Background: an optimization exercise with open tools, aiming at small area, a short achievable clock period and few clock cycles. Do not read the settings as production practice. No activity file was given, so power comes from the tool's default toggle rates.

the reference run:
==> flow/design.v <==
`timescale 1ns/1ps
`default_nettype none
package event_sched_pkg;
    localparam int ADDR_W     = 16;
    localparam int COORD_W    = 8;
    localparam int ROW_STRIDE = 256;
    parameter int HALF_WIN    = 2;
    parameter int QUEUE_DEPTH = 16;
    function automatic logic lt8(input logic [7:0] a, input logic [7:0] b);
        logic r;
        r = 1'b0;
        for (int i = 0; i < 8; i++) r = (~a[i] & b[i]) | (~a[i] & r) | (b[i] & r);
        lt8 = r;
    endfunction
    function automatic logic lt16(input logic [15:0] a, input logic [15:0] b);
        logic r;
        r = 1'b0;
        for (int i = 0; i < 16; i++) r = (~a[i] & b[i]) | (~a[i] & r) | (b[i] & r);
        lt16 = r;
    endfunction
    function automatic logic ltt8(input logic [7:0] a, input logic [7:0] b);
        logic [7:0] l, e;
        logic [3:0] l2, e2;
        logic [1:0] l4, e4;
        for (int i = 0; i < 8; i++) begin
            l[i] = ~a[i] & b[i];
            e[i] = ~(a[i] ^ b[i]);
        end
        for (int i = 0; i < 4; i++) begin
            l2[i] = l[2*i+1] | (e[2*i+1] & l[2*i]);
            e2[i] = e[2*i+1] & e[2*i];
        end
        for (int i = 0; i < 2; i++) begin
            l4[i] = l2[2*i+1] | (e2[2*i+1] & l2[2*i]);
            e4[i] = e2[2*i+1] & e2[2*i];
        end
        ltt8 = l4[1] | (e4[1] & l4[0]);
    endfunction
    function automatic logic ltt16(input logic [15:0] a, input logic [15:0] b);
        ltt16 = ltt8(a[15:8], b[15:8]) | ((a[15:8] == b[15:8]) & ltt8(a[7:0], b[7:0]));
    endfunction
endpackage
`default_nettype wire
`timescale 1ns/1ps
`default_nettype none
module todo_lane (
    input  logic       seg_vld,
    input  logic [7:0] seg_top,
    input  logic [7:0] seg_lo,
    input  logic [7:0] seg_hi,
    input  logic [8:0] row,
    input  logic [7:0] col,
    input  logic [7:0] col_inc,
    output logic       act,
    output logic       cont,
    output logic       cov1,
    output logic       later
);
    logic [9:0] d;      
    logic       ge0, le3, le4, eqm1;
    assign d    = {row[8], row} - {2'b00, seg_top};
    assign ge0  = !d[9];
    assign le4  = ge0 && (d[8:0] <= 9'd4);
    assign le3  = ge0 && (d[8:0] <= 9'd3);
    assign eqm1 = (d == 10'h3ff);
    assign act   = seg_vld && le4 && event_sched_pkg::lt8(col, seg_hi);
    assign cont  = act && !event_sched_pkg::lt8(col_inc, seg_lo);
    assign cov1  = seg_vld && (le3 || eqm1);
    assign later = seg_vld && d[9] && !eqm1;
endmodule
`default_nettype wire
`timescale 1ns/1ps
`default_nettype none
module window_picker #(
    parameter int N = 5
) (
    input  logic [N-1:0]   mask,
    input  logic [N*N-1:0] ord,
    output logic [N-1:0]   pick
);
    always_comb begin
        for (int i = 0; i < N; i++) begin
            pick[i] = mask[i];
            for (int j = 0; j < N; j++) begin
                if (j != i && mask[j] && !ord[i*N+j]) pick[i] = 1'b0;
            end
        end
    end
endmodule
`default_nettype wire
`timescale 1ns/1ps
`default_nettype none
module sched_ctrl (
    input  logic [7:0] ev_top,
    input  logic [7:0] ev_lo,
    input  logic       cur_vld,
    input  logic [7:0] cur_top,
    input  logic [7:0] cur_hc,
    output logic       fresh,
    output logic       merge
);
    assign fresh = !cur_vld || event_sched_pkg::ltt16({cur_top, cur_hc}, {ev_top, ev_lo});
    assign merge = cur_vld && (ev_top == cur_top)
                   && !event_sched_pkg::ltt8(cur_hc + 8'd5, ev_lo);
endmodule
`default_nettype wire
`timescale 1ns/1ps
`default_nettype none
module event_sched_top #(
    parameter int NS = 3
) (
    input  logic        clk,
    input  logic        rst_n,
    input  logic [15:0] event_addr,
    input  logic        event_valid,
    output logic        event_ready,
    output logic [15:0] window_addr,
    output logic        window_valid,
    input  logic        window_ready
);
    localparam int N = NS + 1;
    logic [N-1:0]  seg_vld;
    logic [7:0]    seg_top [N];
    logic [7:0]    seg_lo  [N];
    logic [7:0]    seg_hi  [N];
    logic [NS-1:0] lo_le [NS];
    logic          multi;    
    logic          rdy;      
    logic          fresh_q, merge_q;    
    logic [15:0]   pos;      
    logic          wv;
    logic          first;    
    logic          fresh, merge;
    logic          room, consume, open_seg;
    logic [NS-1:0] alloc;
    assign event_ready  = rdy;
    assign window_valid = wv;
    assign window_addr  = pos;
    logic [7:0]    ev_top, ev_lo;    
    assign ev_top = event_addr[15:8] - 8'd2;
    assign ev_lo  = event_addr[7:0] - 8'd2;
    sched_ctrl sched_ctrl_inst (
        .ev_top(ev_top),
        .ev_lo(ev_lo),
        .cur_vld(seg_vld[NS]),
        .cur_top(seg_top[NS]),
        .cur_hc(seg_hi[NS]),
        .fresh(fresh),
        .merge(merge)
    );
    assign room     = !seg_vld[NS] || !(&seg_vld[NS-1:0]);
    assign consume  = rdy;
    assign open_seg = rdy && fresh_q && !merge_q;
    always_comb begin
        alloc = '0;
        for (int s = NS - 1; s >= 0; s--) begin
            if (!seg_vld[s]) alloc = NS'(1) << s;
        end
        if (!(open_seg && seg_vld[NS])) alloc = '0;
    end
    logic [8:0]   R;         
    logic [7:0]   C, R1, C1;
    logic [N-1:0] act, cont, cov1, later;
    logic [N*N-1:0] lo_before;
    logic [N-1:0] pick_in, pick_c1;
    logic [7:0]   ht, hc;
    logic         lo_early;
    assign R  = {first, pos[15:8] | {8{first}}};
    assign C  = pos[7:0];
    assign R1 = R[7:0] + 8'd1;
    assign C1 = C + 8'd1;
    for (genvar s = 0; s < NS; s++) begin : g_seg
        todo_lane todo_lane_inst (
            .seg_vld(seg_vld[s]),
            .seg_top(seg_top[s]),
            .seg_lo(seg_lo[s]),
            .seg_hi(seg_hi[s]),
            .row(R),
            .col(C),
            .col_inc(C1),
            .act(act[s]),
            .cont(cont[s]),
            .cov1(cov1[s]),
            .later(later[s])
        );
    end
    assign ht = seg_top[NS];
    assign hc = seg_hi[NS];
    logic       r_eq, r1_eq, r_lt, r1_lt, c1_lt;
    logic [9:0] dr;    
    assign dr    = {R[8], R} - {2'b00, ht};
    assign r_eq  = (dr == 10'd0);
    assign r1_eq = (dr == 10'h3ff);
    assign r_lt  = dr[9];
    assign r1_lt = dr[9] && !r1_eq;
    assign c1_lt = event_sched_pkg::lt8(C1, hc);
    assign act[NS]   = seg_vld[NS] && r_eq && c1_lt;
    assign cont[NS]  = act[NS] && !event_sched_pkg::lt8(C1, seg_lo[NS]);
    assign cov1[NS]  = seg_vld[NS] && r1_eq;
    assign later[NS] = seg_vld[NS] && r1_lt;
    assign lo_early = multi;
    logic [NS-1:0] cur_first;
    always_comb begin
        for (int j = 0; j < NS; j++) begin
            cur_first[j] = !event_sched_pkg::lt8(seg_lo[j], seg_lo[NS]);
        end
    end
    always_comb begin
        for (int i = 0; i < N; i++) begin
            for (int j = 0; j < N; j++) begin
                if (i == NS)      lo_before[i*N+j] = (j == NS) ? 1'b0 : cur_first[j];
                else if (j == NS) lo_before[i*N+j] = !cur_first[i];
                else if (i < j)   lo_before[i*N+j] = lo_le[i][j];
                else              lo_before[i*N+j] = !lo_le[j][i];
            end
        end
    end
    window_picker #(.N(N)) pick_in_inst (.mask(act),   .ord(lo_before),  .pick(pick_in));
    window_picker #(.N(N)) pick_c1_inst (.mask(cov1),  .ord(lo_before),  .pick(pick_c1));
    logic        any_act, any_cont, any_c1, any_l;
    logic [7:0]  lo_in, lo_c1;
    logic        early_in, early_c1;
    logic        due;
    logic [15:0] nxt;
    logic        free;     
    logic        skip;     
    assign any_act  = |act;
    assign any_cont = |cont;
    assign any_c1   = |cov1;
    assign any_l    = |later;
    always_comb begin
        lo_in = '0; lo_c1 = '0;
        for (int s = 0; s < N; s++) begin
            lo_in    = lo_in    | ({8{pick_in[s]}} & seg_lo[s]);
            lo_c1    = lo_c1    | ({8{pick_c1[s]}} & seg_lo[s]);
        end
    end
    assign early_in = act[NS] && (!pick_in[NS] || lo_early);
    assign early_c1 = !pick_c1[NS] || lo_early;
    always_comb begin
        if (any_act) begin
            nxt = {R[7:0], any_cont ? C1 : lo_in};
            due = r_lt || (r_eq && (any_cont ? c1_lt : early_in));
        end else if (any_c1) begin
            nxt = {R1, lo_c1};
            due = r1_lt || (r1_eq && early_c1);
        end else begin
            nxt = {R1, 8'hff};
            due = 1'b0;
        end
    end
    assign free = !wv || window_ready;
    assign skip = !any_act && !any_c1 && any_l;
    always_ff @(posedge clk) begin
        fresh_q <= fresh;
        merge_q <= merge;
        for (int s = 0; s < NS; s++) begin
            if (alloc[s]) begin
                seg_top[s] <= seg_top[NS];
                seg_lo[s]  <= seg_lo[NS];
                seg_hi[s]  <= seg_hi[NS] + 8'd4;
                for (int j = 0; j < NS; j++) begin
                    if (j < s) lo_le[j][s] <= !cur_first[j];
                    if (j > s) lo_le[s][j] <= cur_first[j];
                end
            end
        end
        if (open_seg) begin
            seg_top[NS] <= ev_top;
            seg_lo[NS]  <= ev_lo;
            multi       <= 1'b0;
        end else if (consume && fresh_q) begin
            multi       <= 1'b1;
        end
        if (consume && fresh_q) begin
            seg_hi[NS] <= ev_lo;
        end
        if (free && (due || skip)) begin
            pos <= nxt;
        end
    end
    always_ff @(posedge clk or negedge rst_n) begin
        if (!rst_n) begin
            seg_vld <= '0;
            rdy     <= 1'b0;
            wv      <= 1'b0;
            first   <= 1'b1;
        end else begin
            seg_vld[NS-1:0] <= (seg_vld[NS-1:0] & (act[NS-1:0] | cov1[NS-1:0] | later[NS-1:0]))
                               | alloc;
            if (open_seg) seg_vld[NS] <= 1'b1;
            rdy <= event_valid && !rdy && (!fresh || merge || room);
            if (free) begin
                wv <= due;
                if (due || skip) first <= 1'b0;
            end
        end
    end
endmodule
`default_nettype wire
==> flow/config.mk <==
export PLATFORM = sky130hd
export DESIGN_NAME = event_sched_top
export DESIGN_NICKNAME = event_sched_top
export VERILOG_FILES = /design/flow/design.v
export SDC_FILE = /design/flow/constraint.sdc
export NUM_CORES = 8
export LEC_CHECK = 0
export ABC_AREA = 1
export CAP_MARGIN = 20
export CORE_MARGIN = 2
export CORE_UTILIZATION = 40
export CTS_BUF_LIST = sky130_fd_sc_hd__clkbuf_8
export SETUP_SLACK_MARGIN = 0.5
export SLEW_MARGIN = 20
==> flow/constraint.sdc <==
create_clock -name core_clock -period 14.5 [get_ports {clk}]
set_input_delay 2.9000 -clock core_clock [delete_from_list [all_inputs] [get_ports {clk}]]
set_output_delay 2.9000 -clock core_clock [all_outputs]
set_load 0.01 [all_outputs]
standard.sh (not shown) runs the stock make flow with config.mk's settings and CLKGATE_MAP_FILE= SYNTH_SCRIPT=/design/flow/synth_recipe.tcl, a recipe that flattens the netlist after the stock synthesis.
==> flow/flow/run.sh <==
#!/bin/bash
# The standard layout, with faster port buffers than the default choice, a
# clock tree without dummy loads, and timing repair aiming well past the
# clock period's needs.
set -euo pipefail
export BUFFER_PORTS_ARGS="-buffer_cell sky130_fd_sc_hd__buf_4"
export CTS_ARGS="-sink_clustering_enable -repair_clock_nets -buf_list sky130_fd_sc_hd__clkbuf_8 -dont_use_dummy_load"
bash standard.sh SETUP_SLACK_MARGIN=10.4 finish > standard_flow.log 2>&1
## Diff of input files: the trial run against the reference run
-- flow/design.v --
<<< the reference run, line 18
        for (int i = 0; i < 16; i++) r = (~a[i] & b[i]) | (~a[i] & r) | (b[i] & r);
        lt16 = r;
    endfunction
    function automatic logic ltt8(input logic [7:0] a, input logic [7:0] b);
        logic [7:0] l, e;
        logic [3:0] l2, e2;
        logic [1:0] l4, e4;
        for (int i = 0; i < 8; i++) begin
            l[i] = ~a[i] & b[i];
            e[i] = ~(a[i] ^ b[i]);
        end
        for (int i = 0; i < 4; i++) begin
            l2[i] = l[2*i+1] | (e[2*i+1] & l[2*i]);
            e2[i] = e[2*i+1] & e[2*i];
        end
        for (int i = 0; i < 2; i++) begin
            l4[i] = l2[2*i+1] | (e2[2*i+1] & l2[2*i]);
            e4[i] = e2[2*i+1] & e2[2*i];
        end
        ltt8 = l4[1] | (e4[1] & l4[0]);
    endfunction
    function automatic logic ltt16(input logic [15:0] a, input logic [15:0] b);
        ltt16 = ltt8(a[15:8], b[15:8]) | ((a[15:8] == b[15:8]) & ltt8(a[7:0], b[7:0]));
    endfunction
endpackage
>>> the trial run, line 18
        for (int i = 0; i < 16; i++) r = (~a[i] & b[i]) | (~a[i] & r) | (b[i] & r);
        lt16 = r;
    endfunction
endpackage
<<< the reference run, line 100
    output logic       merge
);
    assign fresh = !cur_vld || event_sched_pkg::ltt16({cur_top, cur_hc}, {ev_top, ev_lo});
    assign merge = cur_vld && (ev_top == cur_top)
                   && !event_sched_pkg::ltt8(cur_hc + 8'd5, ev_lo);
endmodule
`default_nettype wire
>>> the trial run, line 79
    output logic       merge
);
    assign fresh = !cur_vld || event_sched_pkg::lt16({cur_top, cur_hc}, {ev_top, ev_lo});
    assign merge = cur_vld && (ev_top == cur_top)
                   && !event_sched_pkg::lt8(cur_hc + 8'd5, ev_lo);
endmodule
`default_nettype wire
<<< the reference run, line 125
    logic [7:0]    seg_hi  [N];
    logic [NS-1:0] lo_le [NS];
    logic          multi;    
    logic          rdy;      
    logic          fresh_q, merge_q;    
    logic [15:0]   pos;      
    logic          wv;
>>> the trial run, line 104
    logic [7:0]    seg_hi  [N];
    logic [NS-1:0] lo_le [NS];
    logic [7:0]    ev_top;   
    logic [7:0]    ev_lo;
    logic          multi;    
    logic          busy;     
    logic          rdy;
    logic [15:0]   pos;      
    logic          wv;
<<< the reference run, line 134
    logic          room, consume, open_seg;
    logic [NS-1:0] alloc;
    assign event_ready  = rdy;
    assign window_valid = wv;
    assign window_addr  = pos;
    logic [7:0]    ev_top, ev_lo;    
    assign ev_top = event_addr[15:8] - 8'd2;
    assign ev_lo  = event_addr[7:0] - 8'd2;
    sched_ctrl sched_ctrl_inst (
        .ev_top(ev_top),
>>> the trial run, line 115
    logic          room, consume, open_seg;
    logic [NS-1:0] alloc;
    assign rdy          = !busy;
    assign event_ready  = rdy;
    assign window_valid = wv;
    assign window_addr  = pos;
    sched_ctrl sched_ctrl_inst (
        .ev_top(ev_top),
<<< the reference run, line 150
    );
    assign room     = !seg_vld[NS] || !(&seg_vld[NS-1:0]);
    assign consume  = rdy;
    assign open_seg = rdy && fresh_q && !merge_q;
    always_comb begin
        alloc = '0;
>>> the trial run, line 129
    );
    assign room     = !seg_vld[NS] || !(&seg_vld[NS-1:0]);
    assign consume  = !rdy && (!fresh || merge || room);
    assign open_seg = !rdy && fresh && !merge && room;
    always_comb begin
        alloc = '0;
<<< the reference run, line 253
    assign skip = !any_act && !any_c1 && any_l;
    always_ff @(posedge clk) begin
        fresh_q <= fresh;
        merge_q <= merge;
        for (int s = 0; s < NS; s++) begin
            if (alloc[s]) begin
>>> the trial run, line 232
    assign skip = !any_act && !any_c1 && any_l;
    always_ff @(posedge clk) begin
        if (rdy && event_valid) begin
            ev_top <= event_addr[15:8] - 8'd2;
            ev_lo  <= event_addr[7:0] - 8'd2;
        end
        for (int s = 0; s < NS; s++) begin
            if (alloc[s]) begin
<<< the reference run, line 270
            seg_lo[NS]  <= ev_lo;
            multi       <= 1'b0;
        end else if (consume && fresh_q) begin
            multi       <= 1'b1;
        end
        if (consume && fresh_q) begin
            seg_hi[NS] <= ev_lo;
        end
>>> the trial run, line 251
            seg_lo[NS]  <= ev_lo;
            multi       <= 1'b0;
        end else if (consume && fresh) begin
            multi       <= 1'b1;
        end
        if (consume && fresh) begin
            seg_hi[NS] <= ev_lo;
        end
<<< the reference run, line 283
        if (!rst_n) begin
            seg_vld <= '0;
            rdy     <= 1'b0;
            wv      <= 1'b0;
            first   <= 1'b1;
>>> the trial run, line 264
        if (!rst_n) begin
            seg_vld <= '0;
            busy    <= 1'b0;
            wv      <= 1'b0;
            first   <= 1'b1;
<<< the reference run, line 290
                               | alloc;
            if (open_seg) seg_vld[NS] <= 1'b1;
            rdy <= event_valid && !rdy && (!fresh || merge || room);
            if (free) begin
                wv <= due;
>>> the trial run, line 271
                               | alloc;
            if (open_seg) seg_vld[NS] <= 1'b1;
            busy <= busy ? !consume : event_valid;
            if (free) begin
                wv <= due;
### Flow results
Each of the runs, namely the reference run and the trial run, reached the end of the flow and came out clean.
In the reports for the reference run and the trial run, the larger number of nets in the finished design belongs to the reference run.
Fraction of power consumed by combinational cells | the trial run below the reference run
Compared with the reference run, the trial run shows sequential cell count that has gone up by more than 10%.
Of the reference run and the trial run, the trial run shows the higher area growth from synthesis to layout, with the reference run below it.
The combined area of the multi-input logic cells reported for the trial run is smaller than that of the reference run by 15%.
For the worst path setup slack after routing, the trial run came in 390 ps higher than the reference run did.
Sort the reference run and the trial run by global-route usage over all layers, ascending, and the trial run comes first.
Compared with the reference run, in the trial run clock share of power +0.9 points, power density of the placed cells up about 2.2%, clock latency of the later-clocked register in the worst-skew pair now sits at about the same level.
Layout inverter count without the clock tree: higher on the reference run
STATUS wire length: the trial run wins against the reference run
Of the two values seen for critical path startpoint, event_addr[1] was produced by the reference run and pos[2] by the trial run.
In the trial run the synthesized cell count turned out 21% lower than in the reference run.
Function was not checked in any run of this note: the RTL went through the layout flow alone.

==> port drivers added, routing unchanged <==
Ports are ideal in the flow. The routed layouts listed here were re-timed in OpenROAD.
Step 1: set_driving_cell puts a clkbuf_16 on clk and a buf_2 on each other input, an assumption about the parent block.
Step 2 moves the port delays by t, midway between the first and last clock arrival at a register: inputs arrive t later, outputs are due t later. That takes back most of the time a late clock gives input paths.
a / b / c = ideal ports / drivers / drivers and shift; a / b = the first two.
run	t (ns)	slack for setup (ns)	worst setup path at the end	latest minus earliest clock arrival (ns)	worst slew at a driven data input, ns
the reference run	0.477	10.083 / 10.089 / 9.612	input to register	0.037 / 0.037	0.04
the trial run	0.472	10.476 / 10.438 / 10.514	register to register	0.037 / 0.037	0.04
After both steps setup and hold are still met in every run listed. The setup slack of the reference run, which loses most, moves by +0.006 ns with the drivers and by -0.471 ns with both steps.
